This is an optimization exercise on Yosys and OpenROAD, whose aim is small area, a short achievable clock period and few clock cycles, not a production implementation.
Only simulation tests tie the RTL to the original design; equivalence was not proved.

==> umber: inputs <==
==> flow/design.v (excerpt) <==
module loop_performance_metrics (
    input  wire logic                              clk,
    input  wire logic                              rst_n,
    input  wire logic                              start,
    output logic                                   busy,
    input  wire logic [1:0]                        command,
    input  wire logic [3:0]                        loop_index,
    input  wire logic signed [lpm_pkg::DATA_W-1:0] measured,
    input  wire logic signed [lpm_pkg::DATA_W-1:0] target,
    input  wire logic signed [lpm_pkg::DATA_W-1:0] deviation,
    input  wire logic [lpm_pkg::DATA_W-1:0]        step_time,
    output logic                                   done,
    output logic [3:0]                             loop_echo,
    output logic [lpm_pkg::ACC_W-1:0]              abs_error_integral,
    output logic [lpm_pkg::ACC_W-1:0]              squared_error_integral,
    output logic [lpm_pkg::OVS_W-1:0]              peak_overshoot
);
export LEC_CHECK = 0
export CAP_MARGIN = 20
export CORE_MARGIN = 2
export CORE_UTILIZATION = 55
export PLACE_DENSITY = 0.65
export SLEW_MARGIN = 20
create_clock -name core_clock -period 13.0 [get_ports {clk}]
standard.sh (not shown) runs the stock make flow with config.mk's settings and CLKGATE_MAP_FILE= SYNTH_SCRIPT=/design/flow/synth_recipe.tcl, a recipe that flattens the netlist after the stock synthesis.
==> flow/flow/run.sh <==
#!/bin/bash
# The standard layout (standard.sh: ORFS synthesis through finish), with
# two changes to how the layout is made, none to the design or constraints:
#  - repair_timing aims for SETUP_SLACK_MARGIN ns of setup slack, so it sizes
#    and buffers the register-to-register paths well below the clock period;
#  - clock tree synthesis adds no dummy loads and uses clkbuf_8 buffers on
#    clusters of at most 16 flip-flops within 60 um.
# Every tool's output goes to the ORFS logs under orfs/logs; make's own output
# goes to standard.log.
set -uo pipefail
export SETUP_SLACK_MARGIN=8
export CTS_ARGS="-sink_clustering_enable -repair_clock_nets -dont_use_dummy_load -buf_list sky130_fd_sc_hd__clkbuf_8 -sink_clustering_size 16 -sink_clustering_max_diameter 60"
bash standard.sh > standard.log 2>&1
==> lagoon (differences from umber) <==
--- a/flow/design.v
+++ b/flow/design.v
@@ -5,11 +5,11 @@
     localparam int DATA_W = 32;           
     localparam int ACC_W  = 48;           
     localparam int OVS_W  = 31;           
     localparam int MET_W  = 2 * ACC_W + OVS_W;
     localparam int SRT_ROWS = 31;
-    localparam int SRT_K    = 3;
+    localparam int SRT_K    = 2;
     localparam int SRT_ST   = (SRT_ROWS + SRT_K - 1) / SRT_K;
     localparam logic signed [DATA_W-1:0] SP_MIN = 32'sd7;
 endpackage
 `default_nettype wire
 `default_nettype none
@@ -9554,66 +9554,38 @@
     input  wire logic [33:0] rs_in,
     input  wire logic [33:0] rc_in,
     input  wire logic [30:0] lo_in,
     input  wire logic [30:0] qn_in,
     input  wire logic [31:0] d,
-    input  wire logic        qpos_in,
-    input  wire logic        qneg_in,
-    output logic             qpos_out,
-    output logic             qneg_out,
     output logic      [33:0] rs_out,
     output logic      [33:0] rc_out,
     output logic      [30:0] lo_out,
     output logic      [30:0] qn_out
 );
     logic [K:0][33:0] rs, rc;
     logic [K:0][30:0] lo, qn;
-    logic [K:0]       qpos, qneg;
     assign rs[0] = rs_in;
     assign rc[0] = rc_in;
     assign lo[0] = lo_in;
     assign qn[0] = qn_in;
-    logic [4:0] xt_pos, xt_neg;
-    assign xt_pos = {2'b11, ~d[31:29]};
-    assign xt_neg = {2'b00, d[31:29]};
-    assign qpos[0] = qpos_in;
-    assign qneg[0] = qneg_in;
-    for (genvar i = 1; i <= K; i++) begin : g_look
-        logic [4:0] pts, ptc;
-        logic [3:0] yp, yz, yn;
-        logic       pp, pn, zp, zn, np, nn;
-        assign pts = rs[i-1][32:28];
-        assign ptc = rc[i-1][32:28];
-        assign yp  = (pts[4:1] ^ ptc[4:1] ^ xt_pos[4:1])
-                   + ((pts[3:0] & ptc[3:0]) | (pts[3:0] & xt_pos[3:0]) | (ptc[3:0] & xt_pos[3:0]));
-        assign yz  = (pts[4:1] ^ ptc[4:1])
-                   + (pts[3:0] & ptc[3:0]);
-        assign yn  = (pts[4:1] ^ ptc[4:1] ^ xt_neg[4:1])
-                   + ((pts[3:0] & ptc[3:0]) | (pts[3:0] & xt_neg[3:0]) | (ptc[3:0] & xt_neg[3:0]));
-        assign pp  = ~yp[3];
-        assign pn  = yp[3] & ~(&yp[2:0]);
-        assign zp  = ~yz[3];
-        assign zn  = yz[3] & ~(&yz[2:0]);
-        assign np  = ~yn[3];
-        assign nn  = yn[3] & ~(&yn[2:0]);
-        assign qpos[i] = qpos[i-1] ? pp : qneg[i-1] ? np : zp;
-        assign qneg[i] = qpos[i-1] ? pn : qneg[i-1] ? nn : zn;
-    end
     for (genvar i = 0; i < K; i++) begin : g_row
         logic [34:0] ts, tc, x, s, c;
-        assign ts = {rs[i], lo[i][30]};
-        assign tc = {rc[i], 1'b0};
-        assign x  = qpos[i] ? ~{3'b000, d} : qneg[i] ? {3'b000, d} : '0;
-        assign s  = ts ^ tc ^ x;
-        assign c  = {(ts[33:0] & tc[33:0]) | (ts[33:0] & x[33:0]) | (tc[33:0] & x[33:0]), qpos[i]};
+        logic [3:0]  y;
+        logic        qpos, qneg;
+        assign ts   = {rs[i], lo[i][30]};
+        assign tc   = {rc[i], 1'b0};
+        assign y    = ts[34:31] + tc[34:31];
+        assign qpos = ~y[3];
+        assign qneg = y[3] & ~(&y[2:0]);
+        assign x    = qpos ? ~{3'b000, d} : qneg ? {3'b000, d} : '0;
+        assign s    = ts ^ tc ^ x;
+        assign c    = {(ts[33:0] & tc[33:0]) | (ts[33:0] & x[33:0]) | (tc[33:0] & x[33:0]), qpos};
         assign rs[i+1] = s[33:0];
         assign rc[i+1] = c[33:0];
-        assign lo[i+1] = {lo[i][29:0], qpos[i]};
-        assign qn[i+1] = {qn[i][29:0], qneg[i]};
+        assign lo[i+1] = {lo[i][29:0], qpos};
+        assign qn[i+1] = {qn[i][29:0], qneg};
     end
-    assign qpos_out = qpos[K];
-    assign qneg_out = qneg[K];
     assign rs_out = rs[K];
     assign rc_out = rc[K];
     assign lo_out = lo[K];
     assign qn_out = qn[K];
 endmodule
@@ -9635,11 +9607,11 @@
     output logic [lpm_pkg::ACC_W-1:0]              abs_error_integral,
     output logic [lpm_pkg::ACC_W-1:0]              squared_error_integral,
     output logic [lpm_pkg::OVS_W-1:0]              peak_overshoot
 );
     localparam int NS    = lpm_pkg::SRT_ST;    
-    localparam int F     = 4 + NS;             
+    localparam int F     = 5 + NS;             
     localparam int ACC_W = lpm_pkg::ACC_W;
     localparam int OVS_W = lpm_pkg::OVS_W;
     localparam int MET_W = lpm_pkg::MET_W;
     assign busy = 1'b0;
     logic [F+1:0] v;
@@ -9667,75 +9639,73 @@
         e0      <= deviation;
         pDt[0]  <= step_time;
     end
     logic        upd0;
     logic [31:0] s1;
-    logic [32:0] diff1, ndiff1;
+    logic [32:0] diff1;
     assign upd0 = (cmd0 == 2'd0);
     always_ff @(posedge clk)
     begin
         pClr[1] <= (cmd0 == 2'd1);
         pE[1]   <= !upd0 ? '0 : e0[31] ? 32'(-e0) : 32'(e0);
         s1      <= sp0[31] ? 32'(-sp0) : 32'(sp0);
         diff1   <= 33'(pv0) - 33'(sp0);
-        ndiff1  <= 33'(sp0) - 33'(pv0);
         pOk[1]  <= upd0
                 && (((sp0 >= lpm_pkg::SP_MIN) && (pv0 > sp0))
                  || ((sp0 <= -lpm_pkg::SP_MIN) && (pv0 < sp0)));
     end
-    logic [32:0] dmag1;
-    logic [38:0] d100_2;
+    logic [32:0] dmag2;
     logic [31:0] s2;
     logic [4:0]  k2;
     logic [4:0]  lz1;
-    assign dmag1 = diff1[32] ? ndiff1 : diff1;
     always_comb
     begin
         lz1 = 5'd31;
         for (int i = 0; i < 32; i++)
             if (s1[i]) lz1 = 5'(31 - i);
     end
     always_ff @(posedge clk)
     begin
-        d100_2 <= (39'(dmag1) << 6) + (39'(dmag1) << 5) + (39'(dmag1) << 2);
-        s2     <= s1;
-        k2     <= lz1;
-        pD[2]  <= s1 << lz1;
+        dmag2 <= diff1[32] ? 33'(-diff1) : diff1;
+        s2    <= s1;
+        k2    <= lz1;
+        pD[2] <= s1 << lz1;
+    end
+    logic [38:0] d100_3;
+    logic [31:0] s3;
+    logic [4:0]  k3;
+    always_ff @(posedge clk)
+    begin
+        d100_3 <= (39'(dmag2) << 6) + (39'(dmag2) << 5) + (39'(dmag2) << 2);
+        s3     <= s2;
+        k3     <= k2;
     end
-    logic [46:0]            mw2;
+    logic [46:0]            mw3;
     logic [NS:0][33:0]      sRs, sRc;
     logic [NS:0][30:0]      sLo, sQn;
-    logic [NS:0]            sQp1, sQm1;    
-    assign mw2 = 47'(d100_2) << k2;
+    assign mw3 = 47'(d100_3) << k3;
     always_ff @(posedge clk)
     begin
-        pSat[3] <= (d100_2[38:15] >= s2);
-        sRs[0]  <= {2'b00, mw2[46:15]};
+        pSat[4] <= (d100_3[38:15] >= s3);
+        sRs[0]  <= {2'b00, mw3[46:15]};
         sRc[0]  <= '0;
-        sLo[0]  <= {mw2[14:0], 16'b0};
+        sLo[0]  <= {mw3[14:0], 16'b0};
         sQn[0]  <= '0;
     end
-    assign sQp1[0] = 1'b1;
-    assign sQm1[0] = 1'b0;
     logic             c_neg;
     logic [30:0]      c_qdec, c_qq;
     for (genvar j = 0; j < NS; j++) begin : g_srt
         localparam int ROWS = (lpm_pkg::SRT_ROWS - j * lpm_pkg::SRT_K < lpm_pkg::SRT_K)
                             ? (lpm_pkg::SRT_ROWS - j * lpm_pkg::SRT_K) : lpm_pkg::SRT_K;
         logic [33:0] rs_nx, rc_nx;
         logic [30:0] lo_nx, qn_nx;
-        logic        qp_nx, qm_nx;
         lpm_srt_rows #(.K(ROWS)) u_rows (
             .rs_in  (sRs[j]),
             .rc_in  (sRc[j]),
             .lo_in  (sLo[j]),
             .qn_in  (sQn[j]),
-            .d      (pD[3 + j]),
-            .qpos_in  (sQp1[j]),
-            .qneg_in  (sQm1[j]),
-            .qpos_out (qp_nx),
-            .qneg_out (qm_nx),
+            .d      (pD[4 + j]),
             .rs_out (rs_nx),
             .rc_out (rc_nx),
             .lo_out (lo_nx),
             .qn_out (qn_nx)
         );
@@ -9744,12 +9714,10 @@
             begin
                 sRs[j+1] <= rs_nx;
                 sRc[j+1] <= rc_nx;
                 sLo[j+1] <= lo_nx;
                 sQn[j+1] <= qn_nx;
-                sQp1[j+1] <= qp_nx;
-                sQm1[j+1] <= qm_nx;
             end
         end else begin : g_last
             logic [33:0] rem;
             assign rem = rs_nx + rc_nx;
             always_ff @(posedge clk)
@@ -9772,11 +9740,11 @@
             pE[k+1] <= pE[k];
         for (int k = 0; k < F - 2; k++)
             pDt[k+1] <= pDt[k];
         for (int k = 2; k < F - 1; k++)
             pD[k+1] <= pD[k];
-        for (int k = 3; k < F - 1; k++)
+        for (int k = 4; k < F - 1; k++)
             pSat[k+1] <= pSat[k];
     end
     logic [OVS_W-1:0] q_f;
     always_ff @(posedge clk)
     begin
==> flow/run.sh (new file) <==
#!/bin/bash
# synth_recipe.tcl (not shown) runs the flow's synth.tcl, then flattens the netlist and writes it again
# the make line also repeats each setting of config.mk as NAME=value (left out here)
make -C /OpenROAD-flow-scripts/flow DESIGN_CONFIG=/design/flow/config.mk WORK_HOME=/design/flow/orfs CLKGATE_MAP_FILE= SYNTH_SCRIPT=/design/flow/synth_recipe.tcl finish
Settings changed: CORE_UTILIZATION 55 to 50, PLACE_DENSITY 0.65 to not set, SETUP_SLACK_MARGIN set to 5.
removed: flow/flow/run.sh
removed: flow/standard.sh
==> qor summary <==
| item | umber | lagoon |
|---|---|---|
| Slew at the pin with the worst max-slew slack | 1138 ps | 1259 ps |
| Cell with the largest stage delay on the worst path | fa_2 | and2_0 |
| Wire length of the first global-routing pass | 1282000 um | 1231000 um |
| Minimum clock period | 5126 ps | 6329 ps |
| Initial Util | 55.22% | 50.20% |
| Signal arrival time at the worst endpoint | 6160 ps | 7320 ps |
| Yosys cell types | 90 | 99 |
| Final wirelength | 849800 um | 808700 um |
| Result of the run | finished clean | finished clean |
| Overall die height | 770.9 um | 811.9 um |
| Area fraction in compound gates after synthesis | 5.955% | 5.300% |
| Number of non-filler instances in the completed layout | 35596 | 35242 |
| Via count normalized by instance count | 5.606 | 5.343 |
| Worst setup endpoint | sp_s_r[35]$_DFF_P_ | g_srt[15].u_rows.rs_in[11]$_DFF_P_ |
| Startpoint of the most critical setup path | sq_base[12]$_DFF_P_ | g_srt[14].u_rows.rc_in[31]$_DFF_P_ |
| Total instance count after detailed placement | 34647 | 33917 |
| Register-to-Register Setup Slack | 7870 ps | 6670 ps |
| Worst relative slew slack | 24.14% | 16.08% |
| Core ar. | 585700 um^2 | 650000 um^2 |
Testbench counts of umber, summed over its fixed seeds: cycles 4,128.
Testbench counts of lagoon, summed over its fixed seeds: cycles 4,176.

---

==> inputs of v20 <==
loop_performance_metrics, a different RTL version from the one above (not shown whole).
Design loop_performance_metrics, start of the top module:
module loop_performance_metrics (
    input  wire logic                              clk,
    input  wire logic                              rst_n,
    input  wire logic                              start,
    output logic                                   busy,
    input  wire logic [1:0]                        command,
    input  wire logic [3:0]                        loop_index,
    input  wire logic signed [lpm_pkg::DATA_W-1:0] measured,
    input  wire logic signed [lpm_pkg::DATA_W-1:0] target,
    input  wire logic signed [lpm_pkg::DATA_W-1:0] deviation,
    input  wire logic [lpm_pkg::DATA_W-1:0]        step_time,
    output logic                                   done,
    output logic [3:0]                             loop_echo,
    output logic [lpm_pkg::ACC_W-1:0]              abs_error_integral,
    output logic [lpm_pkg::ACC_W-1:0]              squared_error_integral,
    output logic [lpm_pkg::OVS_W-1:0]              peak_overshoot
);
clock: 13.0 ns
lec_check: 0
cap_margin: 20
core_margin: 2
core_utilization: 60
place_density: 0.7
slew_margin: 20
==> flow/flow/run.sh <==
#!/bin/bash
# The standard layout (standard.sh: ORFS synthesis through finish), with
# two changes to how the layout is made, none to the design or constraints:
#  - repair_timing aims for SETUP_SLACK_MARGIN ns of setup slack, so it sizes
#    and buffers the register-to-register paths well below the clock period;
#  - clock tree synthesis adds no dummy loads and uses clkbuf_8 buffers on
#    clusters of at most 16 flip-flops within 60 um.
# Every tool's output goes to the ORFS logs under orfs/logs; make's own output
# goes to standard.log.
set -uo pipefail
export SETUP_SLACK_MARGIN=8
export CTS_ARGS="-sink_clustering_enable -repair_clock_nets -dont_use_dummy_load -buf_list sky130_fd_sc_hd__clkbuf_8 -sink_clustering_size 16 -sink_clustering_max_diameter 60"
bash standard.sh > standard.log 2>&1
==> inputs of v16, as changes to v20 <==
--- a/flow/design.v
+++ b/flow/design.v
@@ -4,11 +4,11 @@
     localparam int IDX_W      = 4;
     localparam int DATA_W = 32;           
     localparam int ACC_W  = 48;           
     localparam int OVS_W  = 31;           
     localparam int MET_W  = 2 * ACC_W + OVS_W;
-    localparam int SRT_ROWS = 30;
+    localparam int SRT_ROWS = 31;
     localparam int SRT_K    = 3;
     localparam int SRT_ST   = (SRT_ROWS + SRT_K - 1) / SRT_K;
     localparam logic signed [DATA_W-1:0] SP_MIN = 32'sd7;
 endpackage
 `default_nettype wire
@@ -9703,68 +9703,63 @@
     end
     logic [46:0]            mw2;
     logic [NS:0][33:0]      sRs, sRc;      
     logic [NS:0][30:0]      sLo, sQn;
     logic [NS:0]            sQp1, sQm1;    
-    logic [33:0] r0_rs, r0_rc;
-    logic [30:0] r0_lo, r0_qn;
-    logic        r0_qp, r0_qm;
     assign mw2 = 47'(d100_2) << k2;
-    lpm_srt_rows #(.K(1)) u_row0 (
-        .rsn_in   (~{2'b00, mw2[46:15]}),
-        .rcn_in   ('1),
-        .lo_in    ({mw2[14:0], 16'b0}),
-        .qn_in    ('0),
-        .d        (pD[2]),
-        .qpos_in  (1'b1),
-        .qneg_in  (1'b0),
-        .qpos_out (r0_qp),
-        .qneg_out (r0_qm),
-        .rsn_out  (r0_rs),
-        .rcn_out  (r0_rc),
-        .lo_out   (r0_lo),
-        .qn_out   (r0_qn)
-    );
     always_ff @(posedge clk)
     begin
         pSat[3] <= (d100_2[38:15] >= s2);
-        sRs[0]  <= r0_rs;
-        sRc[0]  <= r0_rc;
-        sLo[0]  <= r0_lo;
-        sQn[0]  <= r0_qn;
-        sQp1[0] <= r0_qp;
-        sQm1[0] <= r0_qm;
+        sRs[0]  <= ~{2'b00, mw2[46:15]};
+        sRc[0]  <= '1;
+        sLo[0]  <= {mw2[14:0], 16'b0};
+        sQn[0]  <= '0;
     end
+    assign sQp1[0] = 1'b1;
+    assign sQm1[0] = 1'b0;
+    logic             c_neg;
+    logic [30:0]      c_qdec, c_qq;
     for (genvar j = 0; j < NS; j++) begin : g_srt
         localparam int ROWS = (lpm_pkg::SRT_ROWS - j * lpm_pkg::SRT_K < lpm_pkg::SRT_K)
                             ? (lpm_pkg::SRT_ROWS - j * lpm_pkg::SRT_K) : lpm_pkg::SRT_K;
         logic [33:0] rs_nx, rc_nx;
         logic [30:0] lo_nx, qn_nx;
         logic        qp_nx, qm_nx;
         lpm_srt_rows #(.K(ROWS)) u_rows (
-            .rsn_in   (sRs[j]),
-            .rcn_in   (sRc[j]),
-            .lo_in    (sLo[j]),
-            .qn_in    (sQn[j]),
-            .d        (pD[3 + j]),
+            .rsn_in (sRs[j]),
+            .rcn_in (sRc[j]),
+            .lo_in  (sLo[j]),
+            .qn_in  (sQn[j]),
+            .d      (pD[3 + j]),
             .qpos_in  (sQp1[j]),
             .qneg_in  (sQm1[j]),
             .qpos_out (qp_nx),
             .qneg_out (qm_nx),
-            .rsn_out  (rs_nx),
-            .rcn_out  (rc_nx),
-            .lo_out   (lo_nx),
-            .qn_out   (qn_nx)
+            .rsn_out (rs_nx),
+            .rcn_out (rc_nx),
+            .lo_out (lo_nx),
+            .qn_out (qn_nx)
         );
-        always_ff @(posedge clk)
-        begin
-            sRs[j+1]  <= rs_nx;
-            sRc[j+1]  <= rc_nx;
-            sLo[j+1]  <= lo_nx;
-            sQn[j+1]  <= qn_nx;
-            sQp1[j+1] <= qp_nx;
-            sQm1[j+1] <= qm_nx;
+        if (j < NS - 1) begin : g_mid
+            always_ff @(posedge clk)
+            begin
+                sRs[j+1] <= rs_nx;
+                sRc[j+1] <= rc_nx;
+                sLo[j+1] <= lo_nx;
+                sQn[j+1] <= qn_nx;
+                sQp1[j+1] <= qp_nx;
+                sQm1[j+1] <= qm_nx;
+            end
+        end else begin : g_last
+            logic [33:0] rem;
+            assign rem = ~rs_nx + ~rc_nx;
+            always_ff @(posedge clk)
+            begin
+                c_neg  <= rem[33];
+                c_qdec <= lo_nx + ~qn_nx;
+                c_qq   <= lo_nx - qn_nx;
+            end
         end
     end
     always_ff @(posedge clk)
     begin
         for (int k = 0; k < F; k++)
@@ -9780,19 +9775,14 @@
         for (int k = 2; k < F - 1; k++)
             pD[k+1] <= pD[k];
         for (int k = 3; k < F - 1; k++)
             pSat[k+1] <= pSat[k];
     end
-    logic [33:0]      rem_l;
-    logic [30:0]      q_dec, q_q;
     logic [OVS_W-1:0] q_f;
-    assign rem_l = ~sRs[NS] + ~sRc[NS];
-    assign q_dec = sLo[NS] + ~sQn[NS];
-    assign q_q   = sLo[NS] - sQn[NS];
     always_ff @(posedge clk)
     begin
-        q_f <= !pOk[F-1] ? '0 : pSat[F-1] ? '1 : rem_l[33] ? q_dec : q_q;
+        q_f <= !pOk[F-1] ? '0 : pSat[F-1] ? '1 : c_neg ? c_qdec : c_qq;
     end
     logic [63:0] sq_s, sq_c, ab_s, ab_c, sq_s_r, sq_c_r, ab_s_r, ab_c_r;
     logic [78:0] sp_s, sp_c, sp_s_r, sp_c_r;
     logic [46:0] sq_base, abs_t;
     logic [62:0] sq_sum;
Settings changed: CORE_UTILIZATION 60 to 55, PLACE_DENSITY 0.7 to 0.65.
==> inputs of v29, as changes to v20 <==
--- a/flow/design.v
+++ b/flow/design.v
@@ -4,11 +4,11 @@
     localparam int IDX_W      = 4;
     localparam int DATA_W = 32;           
     localparam int ACC_W  = 48;           
     localparam int OVS_W  = 31;           
     localparam int MET_W  = 2 * ACC_W + OVS_W;
-    localparam int SRT_ROWS = 30;
+    localparam int SRT_ROWS = 31;
     localparam int SRT_K    = 3;
     localparam int SRT_ST   = (SRT_ROWS + SRT_K - 1) / SRT_K;
     localparam logic signed [DATA_W-1:0] SP_MIN = 32'sd7;
 endpackage
 `default_nettype wire
@@ -9570,13 +9570,15 @@
     logic [K:0]       qpos, qneg;
     assign rsn[0] = rsn_in;
     assign rcn[0] = rcn_in;
     assign lo[0] = lo_in;
     assign qn[0] = qn_in;
+    logic [31:0] dn;
+    assign dn = {1'b1, d[30:0]};
     logic [4:0] xt_pos, xt_neg;
-    assign xt_pos = {2'b11, ~d[31:29]};
-    assign xt_neg = {2'b00, d[31:29]};
+    assign xt_pos = {2'b11, ~dn[31:29]};
+    assign xt_neg = {2'b00, dn[31:29]};
     assign qpos[0] = qpos_in;
     assign qneg[0] = qneg_in;
     for (genvar i = 1; i <= K; i++) begin : g_look
         logic [4:0] pts, ptc;
         logic [3:0] yp, yz, yn;
@@ -9600,11 +9602,11 @@
     end
     for (genvar i = 0; i < K; i++) begin : g_row
         logic [34:0] tsn, tcn, xn, sn, cn;
         assign tsn = {rsn[i], ~lo[i][30]};
         assign tcn = {rcn[i], 1'b1};
-        assign xn  = qpos[i] ? {3'b000, d} : qneg[i] ? ~{3'b000, d} : '1;
+        assign xn  = qpos[i] ? {3'b000, dn} : qneg[i] ? ~{3'b000, dn} : '1;
         assign sn  = tsn ^ tcn ^ xn;
         assign cn  = {(tsn[33:0] & tcn[33:0]) | (xn[33:0] & (tsn[33:0] ^ tcn[33:0])), ~qpos[i]};
         assign rsn[i+1] = sn[33:0];
         assign rcn[i+1] = cn[33:0];
         assign lo[i+1]  = {lo[i][29:0], qpos[i]};
@@ -9703,117 +9705,108 @@
     end
     logic [46:0]            mw2;
     logic [NS:0][33:0]      sRs, sRc;      
     logic [NS:0][30:0]      sLo, sQn;
     logic [NS:0]            sQp1, sQm1;    
-    logic [33:0] r0_rs, r0_rc;
-    logic [30:0] r0_lo, r0_qn;
-    logic        r0_qp, r0_qm;
     assign mw2 = 47'(d100_2) << k2;
-    lpm_srt_rows #(.K(1)) u_row0 (
-        .rsn_in   (~{2'b00, mw2[46:15]}),
-        .rcn_in   ('1),
-        .lo_in    ({mw2[14:0], 16'b0}),
-        .qn_in    ('0),
-        .d        (pD[2]),
-        .qpos_in  (1'b1),
-        .qneg_in  (1'b0),
-        .qpos_out (r0_qp),
-        .qneg_out (r0_qm),
-        .rsn_out  (r0_rs),
-        .rcn_out  (r0_rc),
-        .lo_out   (r0_lo),
-        .qn_out   (r0_qn)
-    );
     always_ff @(posedge clk)
     begin
         pSat[3] <= (d100_2[38:15] >= s2);
-        sRs[0]  <= r0_rs;
-        sRc[0]  <= r0_rc;
-        sLo[0]  <= r0_lo;
-        sQn[0]  <= r0_qn;
-        sQp1[0] <= r0_qp;
-        sQm1[0] <= r0_qm;
+        sRs[0]  <= ~{2'b00, mw2[46:15]};
+        sRc[0]  <= '1;
+        sLo[0]  <= {mw2[14:0], 16'b0};
+        sQn[0]  <= '0;
     end
+    assign sQp1[0] = 1'b1;
+    assign sQm1[0] = 1'b0;
+    logic             c_neg;
+    logic [30:0]      c_qdec, c_qq;
     for (genvar j = 0; j < NS; j++) begin : g_srt
         localparam int ROWS = (lpm_pkg::SRT_ROWS - j * lpm_pkg::SRT_K < lpm_pkg::SRT_K)
                             ? (lpm_pkg::SRT_ROWS - j * lpm_pkg::SRT_K) : lpm_pkg::SRT_K;
         logic [33:0] rs_nx, rc_nx;
         logic [30:0] lo_nx, qn_nx;
         logic        qp_nx, qm_nx;
         lpm_srt_rows #(.K(ROWS)) u_rows (
-            .rsn_in   (sRs[j]),
-            .rcn_in   (sRc[j]),
-            .lo_in    (sLo[j]),
-            .qn_in    (sQn[j]),
-            .d        (pD[3 + j]),
+            .rsn_in (sRs[j]),
+            .rcn_in (sRc[j]),
+            .lo_in  (sLo[j]),
+            .qn_in  (sQn[j]),
+            .d      (pD[3 + j]),
             .qpos_in  (sQp1[j]),
             .qneg_in  (sQm1[j]),
             .qpos_out (qp_nx),
             .qneg_out (qm_nx),
-            .rsn_out  (rs_nx),
-            .rcn_out  (rc_nx),
-            .lo_out   (lo_nx),
-            .qn_out   (qn_nx)
+            .rsn_out (rs_nx),
+            .rcn_out (rc_nx),
+            .lo_out (lo_nx),
+            .qn_out (qn_nx)
         );
-        always_ff @(posedge clk)
-        begin
-            sRs[j+1]  <= rs_nx;
-            sRc[j+1]  <= rc_nx;
-            sLo[j+1]  <= lo_nx;
-            sQn[j+1]  <= qn_nx;
-            sQp1[j+1] <= qp_nx;
-            sQm1[j+1] <= qm_nx;
+        if (j < NS - 1) begin : g_mid
+            always_ff @(posedge clk)
+            begin
+                sRs[j+1] <= rs_nx;
+                sRc[j+1] <= rc_nx;
+                sLo[j+1] <= lo_nx;
+                sQn[j+1] <= qn_nx;
+                sQp1[j+1] <= qp_nx;
+                sQm1[j+1] <= qm_nx;
+            end
+        end else begin : g_last
+            logic [33:0] rem;
+            assign rem = ~rs_nx + ~rc_nx;
+            always_ff @(posedge clk)
+            begin
+                c_neg  <= rem[33];
+                c_qdec <= lo_nx + ~qn_nx;
+                c_qq   <= lo_nx - qn_nx;
+            end
         end
     end
     always_ff @(posedge clk)
     begin
         for (int k = 0; k < F; k++)
             pIdx[k+1] <= pIdx[k];
         for (int k = 1; k < F; k++)
             pClr[k+1] <= pClr[k];
         for (int k = 1; k < F - 1; k++)
             pOk[k+1] <= pOk[k];
-        for (int k = 1; k < F - 2; k++)
+        for (int k = 1; k < F - 3; k++)
             pE[k+1] <= pE[k];
         for (int k = 0; k < F - 2; k++)
             pDt[k+1] <= pDt[k];
         for (int k = 2; k < F - 1; k++)
             pD[k+1] <= pD[k];
         for (int k = 3; k < F - 1; k++)
             pSat[k+1] <= pSat[k];
     end
-    logic [33:0]      rem_l;
-    logic [30:0]      q_dec, q_q;
     logic [OVS_W-1:0] q_f;
-    assign rem_l = ~sRs[NS] + ~sRc[NS];
-    assign q_dec = sLo[NS] + ~sQn[NS];
-    assign q_q   = sLo[NS] - sQn[NS];
     always_ff @(posedge clk)
     begin
-        q_f <= !pOk[F-1] ? '0 : pSat[F-1] ? '1 : rem_l[33] ? q_dec : q_q;
+        q_f <= !pOk[F-1] ? '0 : pSat[F-1] ? '1 : c_neg ? c_qdec : c_qq;
     end
     logic [63:0] sq_s, sq_c, ab_s, ab_c, sq_s_r, sq_c_r, ab_s_r, ab_c_r;
     logic [78:0] sp_s, sp_c, sp_s_r, sp_c_r;
-    logic [46:0] sq_base, abs_t;
+    logic [46:0] sq_base, abs_p, abs_t;
     logic [62:0] sq_sum;
     logic [47:0] sq_t;
     logic        sq_big;
     lpm_sq32_cs     u_sq (.a(pE[F-4]),            .s(sq_s), .c(sq_c));
-    lpm_mul32x32_cs u_ab (.a(pE[F-2]), .b(pDt[F-2]), .s(ab_s), .c(ab_c));
+    lpm_mul32x32_cs u_ab (.a(pE[F-3]), .b(pDt[F-3]), .s(ab_s), .c(ab_c));
     lpm_mul47x32_cs u_sp (.a(sq_base), .b(pDt[F-2]), .s(sp_s), .c(sp_c));
     assign sq_sum = 63'((sp_s_r + sp_c_r) >> 16);
     always_ff @(posedge clk)
     begin
         sq_s_r  <= sq_s;
         sq_c_r  <= sq_c;
         sq_base <= 47'((sq_s_r + sq_c_r) >> 16);
         ab_s_r  <= ab_s;
         ab_c_r  <= ab_c;
+        abs_p   <= 47'((ab_s_r + ab_c_r) >> 16);
         sp_s_r  <= sp_s;
         sp_c_r  <= sp_c;
-        abs_t   <= 47'((ab_s_r + ab_c_r) >> 16);
+        abs_t   <= abs_p;
         sq_t    <= sq_sum[47:0];
         sq_big  <= |sq_sum[62:48];
     end
     logic [MET_W-1:0] res;
     logic [3:0]       res_idx;
==> run summary <==
item	v29	v20	v16
Repair and plain buffers	905	1,029	1,047
Number of cells upsized or downsized after cts	787	1,002	1,072
Logic depth of the worst register-to-register path	11	30	10
Cell repeated most along the worst path	sky130_fd_sc_hd__fa_1	sky130_fd_sc_hd__o21a_1	-
Critical path arrival	6180 ps	7180 ps	6400 ps
Compound-cell area share of the yosys netlist	0.06004	0.05739	0.05848
Detailed Route WL	820.3 mm	822.2 mm	840.3 mm
Result of the run	timing/DRC/antenna clean	timing/DRC/antenna clean	timing/DRC/antenna clean
Fraction of area in registers	0.3969	0.3896	0.3909
Cell Count Post-Placement	31,230	30,900	31,660
Area taken by flip-flops and latches	134,100 um2	131,700 um2	134,100 um2
Number of buffers created by CTS	465	461	519
Slew HR	0.1661	0.1807	0.2036
Post-CTS repair timing setup buffer count	194	269	265
R2R setup slack	7890 ps	6920 ps	7750 ps
Met3 usage	0.07239	0.06685	0.06171
Starting DRT DRC Count	16,670	17,400	17,070
Crit path largest cell delay	590 ps	470 ps	630 ps
Multi-input gate area in the final layout	169,100 um2	169,600 um2	170,200 um2
Post-Route Hold Slack	210.1 ps	219.6 ps	255.8 ps
Wire length of the first global-routing pass	1233 mm	1222 mm	1245 mm
Testbench counts of v20, summed over its fixed seeds: cycles 4,120.
Testbench counts of v16, summed over its fixed seeds: cycles 4,128.
Testbench counts of v29, summed over its fixed seeds: cycles 4,128.

afterwards: timing with drivers on the ports:
No port has a modelled driver above. Below, the same layouts with a new extraction and two added sets of constraints. Step 1 assumes that a clkbuf_16 drives the clock port and a buf_2 every other input. Step 2 moves the port delays by t, midway between the first and last clock arrival at a register: inputs arrive t later, outputs are due t later. That takes back most of the time a late clock gives input paths. Slacks: no drivers / after step 1 / after step 2; pairs: no drivers / after step 1.
run	t (ns)	setup WS [ns]	worst setup path after step 2	clock arrival spread, ns
umber	1.361	7.874 / 7.874 / 7.874	register to register	0.237 / 0.237
lagoon	1.236	6.671 / 6.671 / 6.671	register to register	0.118 / 0.118
v20	1.332	6.921 / 6.921 / 6.921	register to register	0.233 / 0.233
v16	1.400	7.753 / 7.753 / 7.753	register to register	0.203 / 0.204
v29	1.323	7.889 / 7.889 / 7.889	register to register	0.261 / 0.261
After both steps every run listed still meets setup and hold.
